Context: an optimization exercise on an open-source flow, tuned for small area, a short achievable clock period and few clock cycles per item. The choices shown serve that exercise and are no tape-out recipe. Function was checked by simulation only, so behaviour that the tests miss may differ from the original.

--- design/flow/run.sh ---
#!/bin/bash
# synth_recipe.tcl (not shown) runs the flow's synth.tcl, then flattens the netlist and writes it again
# the make line also repeats each setting of config.mk as NAME=value (left out here)
make -C /OpenROAD-flow-scripts/flow DESIGN_CONFIG=/design/flow/config.mk WORK_HOME=/design/flow/orfs CLKGATE_MAP_FILE= SYNTH_SCRIPT=/design/flow/synth_recipe.tcl finish
--- design/flow/config.mk ---
export PLATFORM = sky130hd
export DESIGN_NAME = record_sort_by_selected_key
export DESIGN_NICKNAME = record_sort_by_selected_key
export VERILOG_FILES = /design/flow/design.v
export SDC_FILE = /design/flow/constraint.sdc
export NUM_CORES = 4
export LEC_CHECK = 0
export CAP_MARGIN = 20
export CORE_MARGIN = 2
export CORE_UTILIZATION = 40
export SLEW_MARGIN = 20
--- design/flow/constraint.sdc ---
create_clock -name core_clock -period 8.0 [get_ports {clock}]
set_input_delay 1.6000 -clock core_clock [delete_from_list [all_inputs] [get_ports {clock}]]
set_output_delay 1.6000 -clock core_clock [all_outputs]
set_load 0.01 [all_outputs]
--- design/flow/design.v ---
package rsk_pkg;
   localparam int unsigned MAX_RECORDS_DEF = 32;
   localparam int unsigned TAG_W  = 16;
   localparam int unsigned YEAR_W = 12;
   localparam int unsigned BAT_W  = 10;
   localparam int unsigned OBP_W  = 10;
   localparam int unsigned SLG_W  = 12;
   localparam int unsigned KEY_W  = 12;
   localparam int unsigned RANK_W = 6;
   localparam int unsigned SEL_W  = 2;
   localparam int unsigned REC_W  = TAG_W + YEAR_W + BAT_W + OBP_W + SLG_W;
   localparam int unsigned IDX_W  = 5;
   localparam int unsigned ENT_W  = 1 + IDX_W + REC_W;
   localparam logic [SEL_W-1:0] KEY_BAT  = 2'd0;
   localparam logic [SEL_W-1:0] KEY_OBP  = 2'd1;
   localparam logic [SEL_W-1:0] KEY_SLG  = 2'd2;
   localparam logic [SEL_W-1:0] KEY_YEAR = 2'd3;
   function automatic logic [KEY_W-1:0] key_of(input logic [REC_W-1:0] r, input logic [SEL_W-1:0] sel);
      logic [KEY_W-1:0] k;
      case (sel)
         KEY_BAT:  k = {2'b00, r[31:22]};
         KEY_OBP:  k = {2'b00, r[21:12]};
         KEY_SLG:  k = r[11:0];
         default:  k = r[43:32];
      endcase
      key_of = k;
   endfunction
endpackage
module rsk_store #(
   parameter int unsigned DEPTH = rsk_pkg::MAX_RECORDS_DEF
) (
   input  logic                          clock,
   input  logic                          ins,
   input  logic                          pop,
   input  logic [rsk_pkg::ENT_W-1:0]     in_data,
   input  logic [rsk_pkg::KEY_W-1:0]     in_key,
   input  logic [rsk_pkg::SEL_W-1:0]     sel,
   input  logic [$clog2(DEPTH):0]        bound,
   input  logic [$clog2(DEPTH):0]        occ,
   input  logic                          tail_en,
   input  logic                          force_ahead,
   output logic [rsk_pkg::ENT_W-1:0]     head,
   output logic                          par1
);
   localparam int unsigned EW = rsk_pkg::ENT_W;
   localparam int unsigned CW = $clog2(DEPTH) + 1;
   logic [DEPTH*EW-1:0] q;
   logic [DEPTH+1:0]    a;    
   assign a[0]       = 1'b1;
   assign a[DEPTH+1] = 1'b0;
   genvar j;
   generate
      for (j = 0; j < DEPTH; j++) begin : g_ent
         logic [EW-1:0]                 cur;
         logic [EW-1:0]                 nxt;
         logic [EW-1:0]                 below;
         logic                          ge;
         assign cur   = q[j*EW +: EW];
         if (j + 1 < DEPTH) begin : g_b
            assign below = q[(j+1)*EW +: EW];
         end else begin : g_nb
            assign below = q[j*EW +: EW];
         end
         assign ge     = (rsk_pkg::key_of(cur[rsk_pkg::REC_W-1:0], sel) >= in_key);
         assign a[j+1] = (CW'(j) < bound) ||
                         (tail_en && (CW'(j) < occ) && (force_ahead || ge));
         always_comb begin
            nxt = cur;
            if (pop) begin
               if (!ins || a[j+2]) begin
                  nxt = below;
               end else if (a[j+1]) begin
                  nxt = in_data;
               end
            end else if (ins) begin
               if (!a[j+1]) begin
                  if (a[j]) begin
                     nxt = in_data;
                  end else begin
                     nxt = q[(j == 0 ? 0 : j-1)*EW +: EW];
                  end
               end
            end
         end
         always_ff @(posedge clock) begin
            q[j*EW +: EW] <= nxt;
         end
      end
   endgenerate
   assign head = q[EW-1:0];
   assign par1 = q[2*EW-1];
endmodule
module record_sort_by_selected_key #(
   parameter int unsigned MAX_RECORDS = rsk_pkg::MAX_RECORDS_DEF
) (
   input  logic                        clock,
   input  logic                        reset,
   input  logic                        req_valid,
   output logic                        req_stall,
   input  logic [rsk_pkg::TAG_W-1:0]   req_record_tag,
   input  logic [rsk_pkg::YEAR_W-1:0]  req_season_year,
   input  logic [rsk_pkg::BAT_W-1:0]   req_batting_avg,
   input  logic [rsk_pkg::OBP_W-1:0]   req_on_base,
   input  logic [rsk_pkg::SLG_W-1:0]   req_slugging,
   input  logic                        req_last_in,
   output logic                        rsp_valid,
   input  logic                        rsp_stall,
   output logic [rsk_pkg::TAG_W-1:0]   rsp_out_tag,
   output logic [rsk_pkg::YEAR_W-1:0]  rsp_out_year,
   output logic [rsk_pkg::BAT_W-1:0]   rsp_out_batting,
   output logic [rsk_pkg::OBP_W-1:0]   rsp_out_on_base,
   output logic [rsk_pkg::SLG_W-1:0]   rsp_out_slugging,
   output logic [rsk_pkg::RANK_W-1:0]  rsp_rank,
   output logic                        rsp_dropped,
   output logic                        rsp_last_out,
   input  logic                        csr_wr_en,
   input  logic [rsk_pkg::SEL_W-1:0]   csr_wr_data
);
   localparam int unsigned CW = $clog2(MAX_RECORDS) + 1;
   localparam int unsigned IW = rsk_pkg::IDX_W;
   localparam int unsigned RW = rsk_pkg::REC_W;
   localparam int unsigned EW = rsk_pkg::ENT_W;
   localparam int unsigned KW = rsk_pkg::KEY_W;
   localparam int unsigned SW = rsk_pkg::SEL_W;
   localparam logic [1:0] RS_IDLE = 2'd0;
   localparam logic [1:0] RS_WAIT = 2'd1;
   localparam logic [1:0] RS_POP  = 2'd2;
   localparam logic [1:0] RS_INS  = 2'd3;
   logic [SW-1:0]  key_ff;
   logic           stall_ff, stall_in;
   logic [CW-1:0]  ld_cnt_ff, ld_cnt_in;    
   logic           dirty_ff, dirty_in;      
   logic [SW-1:0]  sel_ff, sel_in;          
   logic [CW-1:0]  fill_ff, fill_in;        
   logic           in_act_ff, in_act_in;
   logic           in_keep_ff, in_keep_in;
   logic           in_last_ff, in_last_in;
   logic           in_cmp_ff, in_cmp_in;
   logic           in_rsd_ff, in_rsd_in;
   logic [SW-1:0]  in_sel_ff, in_sel_in;
   logic [RW-1:0]  in_rec_ff, in_rec_in;
   logic [IW-1:0]  in_idx_ff, in_idx_in;
   logic [KW-1:0]  in_key_ff, in_key_in;
   logic [CW-1:0]  occ_ff, occ_in;          
   logic [CW-1:0]  done_ff, done_in;        
   logic           has_out_ff, has_out_in;
   logic           par_ff, par_in;          
   logic           ovf_ff, ovf_in;          
   logic [rsk_pkg::RANK_W-1:0] rank_ff, rank_in;
   logic [1:0]     rs_ff, rs_in;
   logic [CW-1:0]  uns_ff, uns_in;          
   logic [IW-1:0]  nxt_ff, nxt_in;          
   logic           a_ins, a_pop, a_tail, a_force;
   logic [CW-1:0]  a_bound;
   logic [EW-1:0]  head;
   logic           par1;
   logic           req_acc, keep, first, dirty_new, out_pop, last_out, found;
   logic [RW-1:0]  req_rec;
   rsk_store #(.DEPTH(MAX_RECORDS)) u_store (
      .clock       (clock),
      .ins         (a_ins),
      .pop         (a_pop),
      .in_data     ({par_ff, in_idx_ff, in_rec_ff}),
      .in_key      (in_key_ff),
      .sel         (sel_ff),
      .bound       (a_bound),
      .occ         (occ_ff),
      .tail_en     (a_tail),
      .force_ahead (a_force),
      .head        (head),
      .par1        (par1)
   );
   assign req_rec = {req_record_tag, req_season_year, req_batting_avg, req_on_base, req_slugging};
   assign req_stall = stall_ff;
   assign rsp_valid = has_out_ff;
   assign req_acc   = req_valid && !stall_ff;
   assign out_pop   = has_out_ff && !rsp_stall;
   assign keep      = !ld_cnt_ff[CW-1];
   assign first     = (ld_cnt_ff[CW-1:1] == '0);    
   assign dirty_new = !first && (dirty_ff || (key_ff != sel_ff));
   assign found     = (in_idx_ff == nxt_ff);
   assign {rsp_out_tag, rsp_out_year, rsp_out_batting, rsp_out_on_base, rsp_out_slugging} = head[RW-1:0];
   assign last_out     = (done_ff == CW'(1)) || (par1 != head[EW-1]);
   assign rsp_last_out = last_out;
   assign rsp_rank     = rank_ff;
   assign rsp_dropped  = ovf_ff;
   always_comb begin
      stall_in   = stall_ff;
      ld_cnt_in  = ld_cnt_ff;
      dirty_in   = dirty_ff;
      sel_in     = sel_ff;
      fill_in    = fill_ff;
      in_act_in  = 1'b0;
      in_keep_in = in_keep_ff;
      in_last_in = in_last_ff;
      in_cmp_in  = in_cmp_ff;
      in_rsd_in  = in_rsd_ff;
      in_sel_in  = in_sel_ff;
      in_rec_in  = in_rec_ff;
      in_idx_in  = in_idx_ff;
      in_key_in  = in_key_ff;
      occ_in     = occ_ff;
      done_in    = done_ff;
      par_in     = par_ff;
      ovf_in     = ovf_ff;
      rank_in    = rank_ff;
      rs_in      = rs_ff;
      uns_in     = uns_ff;
      nxt_in     = nxt_ff;
      a_ins      = 1'b0;
      a_pop      = 1'b0;
      a_tail     = 1'b1;
      a_force    = !in_cmp_ff;
      a_bound    = done_ff;
      if (req_acc) begin
         in_act_in  = 1'b1;
         in_keep_in = keep;
         in_last_in = req_last_in;
         in_cmp_in  = !dirty_new;
         in_rsd_in  = req_last_in && dirty_new;
         in_sel_in  = key_ff;
         in_rec_in  = req_rec;
         in_idx_in  = ld_cnt_ff[IW-1:0];
         in_key_in  = rsk_pkg::key_of(req_rec, key_ff);
         if (first) begin
            sel_in = key_ff;
         end
         if (req_last_in) begin
            ld_cnt_in = '0;
            dirty_in  = 1'b0;
         end else begin
            if (keep) begin
               ld_cnt_in = ld_cnt_ff + CW'(1);
            end
            dirty_in = dirty_new;
         end
         if (keep) begin
            fill_in = fill_in + CW'(1);
         end
      end
      if (out_pop) begin
         a_pop   = 1'b1;
         done_in = done_ff - CW'(1);
         fill_in = fill_in - CW'(1);
         if (last_out) begin
            rank_in = '0;
            ovf_in  = 1'b0;
         end else begin
            rank_in = rank_ff + 1'b1;
         end
      end
      unique case (rs_ff)
         RS_IDLE: begin
            if (in_act_ff) begin
               a_ins = in_keep_ff;
               if (!in_keep_ff) begin
                  ovf_in = 1'b1;
               end
               if (in_last_ff) begin
                  if (in_rsd_ff) begin
                     sel_in = in_sel_ff;
                     rs_in  = RS_WAIT;
                  end else begin
                     done_in = occ_ff + CW'(in_keep_ff) - CW'(out_pop);
                     par_in  = !par_ff;
                  end
               end
            end
         end
         RS_WAIT: begin
            if (done_ff == '0) begin
               uns_in = occ_ff;
               nxt_in = '0;
               rs_in  = RS_POP;
            end
         end
         RS_POP: begin
            a_pop     = 1'b1;
            in_rec_in = head[RW-1:0];
            in_idx_in = head[RW +: IW];
            in_key_in = rsk_pkg::key_of(head[RW-1:0], sel_ff);
            uns_in    = uns_ff - CW'(1);
            rs_in     = RS_INS;
         end
         default: begin   
            a_ins   = 1'b1;
            a_bound = uns_ff;
            a_tail  = found;
            a_force = 1'b0;
            rs_in   = RS_POP;
            if (found) begin
               nxt_in = nxt_ff + IW'(1);
               if (uns_ff == '0) begin
                  done_in = occ_ff + CW'(1);
                  par_in  = !par_ff;
                  rs_in   = RS_IDLE;
               end
            end else begin
               uns_in = uns_ff + CW'(1);
            end
         end
      endcase
      occ_in     = occ_ff + CW'(a_ins) - CW'(a_pop);
      has_out_in = (done_in != '0);
      stall_in = (req_acc && req_last_in && dirty_new) || (rs_in != RS_IDLE) ||
                 ((fill_in == CW'(MAX_RECORDS)) && !ld_cnt_in[CW-1]);
   end
   always_ff @(posedge clock) begin
      if (reset) begin
         key_ff     <= rsk_pkg::KEY_BAT;
         stall_ff   <= 1'b0;
         ld_cnt_ff  <= '0;
         dirty_ff   <= 1'b0;
         sel_ff     <= rsk_pkg::KEY_BAT;
         fill_ff    <= '0;
         in_act_ff  <= 1'b0;
         occ_ff     <= '0;
         done_ff    <= '0;
         has_out_ff <= 1'b0;
         par_ff     <= 1'b0;
         ovf_ff     <= 1'b0;
         rank_ff    <= '0;
         rs_ff      <= RS_IDLE;
         uns_ff     <= '0;
         nxt_ff     <= '0;
      end else begin
         if (csr_wr_en) begin
            key_ff <= csr_wr_data;
         end
         stall_ff   <= stall_in;
         ld_cnt_ff  <= ld_cnt_in;
         dirty_ff   <= dirty_in;
         sel_ff     <= sel_in;
         fill_ff    <= fill_in;
         in_act_ff  <= in_act_in;
         occ_ff     <= occ_in;
         done_ff    <= done_in;
         has_out_ff <= has_out_in;
         par_ff     <= par_in;
         ovf_ff     <= ovf_in;
         rank_ff    <= rank_in;
         rs_ff      <= rs_in;
         uns_ff     <= uns_in;
         nxt_ff     <= nxt_in;
      end
   end
   always_ff @(posedge clock) begin
      in_keep_ff <= in_keep_in;
      in_last_ff <= in_last_in;
      in_cmp_ff  <= in_cmp_in;
      in_rsd_ff  <= in_rsd_in;
      in_sel_ff  <= in_sel_in;
      in_rec_ff  <= in_rec_in;
      in_idx_ff  <= in_idx_in;
      in_key_ff  <= in_key_in;
   end
endmodule
==> run notes <==
==> placed cells by master (no fill, tap or decap), types with 37 or more instances in the layout <==
master and count:
a211oi_1 103, o32ai_1 72, ha_1 416, clkdlybuf4s50_1 136, o221ai_1 981, nor2b_1 83, a2bb2oi_1 68, a22oi_1 68
o2bb2ai_1 67, nand3_1 102, a21o_1 94, a32oi_1 75, nand4_1 49, clkinv_1 69, dfxtp_1 50, nand3b_1 65
clkbuf_1 73, nand2_1 1766, and3_1 163, clkbuf_16 289, o21bai_1 72, mux2_2 492, a31oi_1 75, edfxtp_1 2195
a221o_1 511, a21boi_0 76, buf_12 47, a21oi_1 254, o21ai_0 288, o41ai_1 62, mux4_2 330, mux2_1 98
mux2i_1 1647, o211ai_1 221, inv_1 150, and2_1 66, nand2b_1 37, buf_4 323, nor2_1 604, o22ai_1 134
==> per-layer routing <==
metal  global-route usage  wire length [um]  up-vias
met5                    0                 0        -
met2               0.4171            241500     4690
met1               0.3452            215800    61530
li1                     -                 -    52510
met4               0.1159             25130        0
met3              0.02622             29310      979
==> how the worst min path moves through the flow <==
| stage | from | end | slack [ps] | cells past startpoint |
|---|---|---|---|---|
| 2_1_floorplan | key_ff[0] | in_sel_ff[0] | 410 | 0 |
| 3_3_place_gp | ovf_ff | ovf_ff | 460 | 2 |
| 3_5_place_dp | ovf_ff | ovf_ff | 460 | 2 |
| 4_1_cts | ovf_ff | ovf_ff | 470 | 2 |
| 5_1_grt | ovf_ff | ovf_ff | 500 | 2 |
| 6_report | ovf_ff | ovf_ff | 460 | 2 |
==> kinds of logic (layout without fill, tap and decap cells) <==
group,after synthesis,count (layout),share of synthesized area
flops,2248,2248,0.4415
buf+inv,1696,1166,0.04880
mux,2568,2568,0.2016
xor+xnor,50,50,0.002986
fa+ha+maj,422,422,0.03496
compound gates,3457,3457,0.1805
simple gates,3120,3120,0.08967
other cells,0,4,0
==> cell type report <==
class                   instances  area [um^2]  area share
clock buffers                 367         7575     0.04573
multi-input cells            9617        78460      0.4737
well taps                    5016         6276     0.03789
inverters                     158        603.1    0.003641
diodes                          4        10.01  0.00006043
flip-flops and latches       2248        66980      0.4044
clock inverters               131        953.4    0.005756
repair buffers                510         4776     0.02883
==> tightest hold or removal path, stage by stage, from the launching register on <==
cell     delay, ps
dfxtp_1        310
inv_1           50
o32ai_1         50
==> metrics by stage <==
stage,utilization,cell area (um^2),std cells
after floorplan,-,151700,13560
after global placement,0.4150,157000,17550
after detailed placement,0.4150,157000,17550
after CTS,0.4376,165600,18050
after global routing,0.4378,165600,18050
final,0.4378,165600,18050
==> sequential cells by signal, summed over array words and instances, names as in the netlist, 2 cells and up <==
name,flops
u_store.q,2112
in_key_ff,12
in_idx_ff,5
uns_ff,6
in_sel_ff,2
nxt_ff,5
ld_cnt_ff,6
rs_ff,2
sel_ff,2
rank_ff,6
occ_ff,6
fill_ff,6
in_rec_ff,60
done_ff,6
key_ff,2
==> flow_metrics.env <==
export IMPL_cp_start_kind="register"
export IMPL_worstPathArrival_ps=6720
export IMPL_crit_required_ps=8540
export IMPL_dr_pass1_iters=8
export IMPL_grt_total_usage=0.2564
export IMPL_critPathMaxFanout=41
export IMPL_timing_rr_end="u_store.q[820]"
export IMPL_r2r_start="sel_ff[0]"
export IMPL_drc=0
export IMPL_grt_pass1_vias=121100
export IMPL_synth_async_reset_ratio=0
export IMPL_cp_cell_sequence="buf_12 > mux4_2 > ha_1 > a211oi_1 > o21ai_0 > a21oi_1 > o211a_1 > or2_4 > nor2_1 > nor2_4 > buf_4"
export IMPL_relSlewSlack=0.1351
export IMPL_finalHoldViolations=0
export IMPL_grt_pass1_wl_mm=770.2
export IMPL_maxCapViolCount=0
export IMPL_grt_setup_unrepaired="no"
export IMPL_yosysMostFrequentCell="edfxtp_1"
export IMPL_yosysSeqAreaShare=0.4415
export IMPL_synth_area_um2=151700
export IMPL_synth_ff_type="edfxtp_1"
export IMPL_clockRootBuffer="clkbuf_16"
export IMPL_cts_sinks=2248
export IMPL_cts_resized=0
export IMPL_synth_cell_types=104
export IMPL_layout_drive_gt1_share=0.1341
export IMPL_pre_cts_ws_ps=1977
export IMPL_crit_cells=11
export IMPL_portBuffers=137
export IMPL_gp_congestion=0.9654
export IMPL_critPathSlowestCell="dfxtp_4"
export IMPL_fin_nets=13300
export IMPL_yosysTopAreaCellShare=0.4345
export IMPL_rows=226
export IMPL_synth_area_leaders="edfxtp_1 43%, mux2i_1 11%, o221ai_1 5.7%"
export IMPL_fill_cells=35560
export IMPL_overflow=0
export IMPL_vias=119700
export IMPL_holdBufCountCts=0
export IMPL_setup_worst_path_start="sel_ff[0]"
export IMPL_synth_warnings=2
export IMPL_grt_max_degree=196
export IMPL_die_w_um=619.8
export IMPL_skew_ps=48.12
export IMPL_hold_ws_ps=461.8
export IMPL_start_util=0.4009
export IMPL_routed_wl_mm=511.7
export IMPL_syn_avg_cell_area_um2=11.19
export IMPL_rr_worst_depth=11
export IMPL_drt_wirelength_per_cell_um=28.35
export IMPL_die_area_um2=384200
export IMPL_place_hpwl_mm=361.8
export IMPL_antenna_left=0
export IMPL_critPathTopFamily="simple AND/OR/NAND/NOR gates"
export IMPL_synthCells=13560
export IMPL_fmax_ghz=0.1620
export IMPL_synth_common_cells="2195 x edfxtp_1, 1784 x nand2_1, 1647 x mux2i_1, 981 x o221ai_1, 929 x clkbuf_1"
export IMPL_fp_dieH_um=619.8
export IMPL_clk_path_buf_depth=4
export IMPL_clk_pin_slew_ps=60
export IMPL_worstMarginPinSlew_ps=1297
export IMPL_cts_setup_buffers=0
export IMPL_fin_setup_tns_ps=0
export IMPL_clock_latency_ps=930
export IMPL_core_area_um2=378300
export IMPL_max_stage_delay_ps=930
export IMPL_ys_seq_elements=2248
export IMPL_tritoncts="yes"
export IMPL_antenna_found_initial=14
export IMPL_setup_ws_ps=1828
export IMPL_fin_crit_ps=6172
export IMPL_setup_viol=0
export IMPL_synth_edf_count=2195
export IMPL_path_class="reg -> reg"
export IMPL_rrSetupSlack_ps=1830
export IMPL_vias_per_cell=6.632
export IMPL_hp_class="reg -> reg"
export IMPL_post_route_period_util=0.7715
export IMPL_status="finished clean"
export IMPL_synth_top_area_cell="edfxtp_1"
export IMPL_crit_buf_inv=2
export IMPL_areaGrowthSynthToFinish_pct=9.188
export IMPL_syn_nets=14050
export IMPL_numCtsBuffers=279
export IMPL_htreeDepth=5
export IMPL_crit_path_end="u_store.q[820]"
export IMPL_drv_slew=0
export IMPL_drtIter0Drc=13500
export IMPL_endpoint_kind="register"
export IMPL_num_io_pins=138
Testbench counts, summed over its fixed seeds: cycles 5,463, records 5,186.

==> what the ideal ports hide <==
In the flow no input, the clock included, has a driving cell. The finished layout below was timed again as built, in two steps.
Step 1: set_driving_cell puts a clkbuf_16 on clock and a buf_2 on each other input, an assumption about the parent block.
Step 2, shift: input delay + t, output delay - t, t = (earliest + latest rising clock arrival at the registers) / 2. This alone moves slack from input paths to output paths.
Slacks: ideal / step 1 / step 2; pairs: ideal / step 1.
shift t [ns]: 1.016
setup WS [ns]: 1.828 / 1.828 / 1.828
latest minus earliest clock arrival (ns): 0.051 / 0.050
worst register clock-pin slew, ns: 0.07 / 0.07
worst slew at a driven data input, ns: 0.08
After both steps this run still meets setup and hold. For this run, drivers alone change the setup slack by 0.000 ns; drivers and shift together by 0.000 ns.
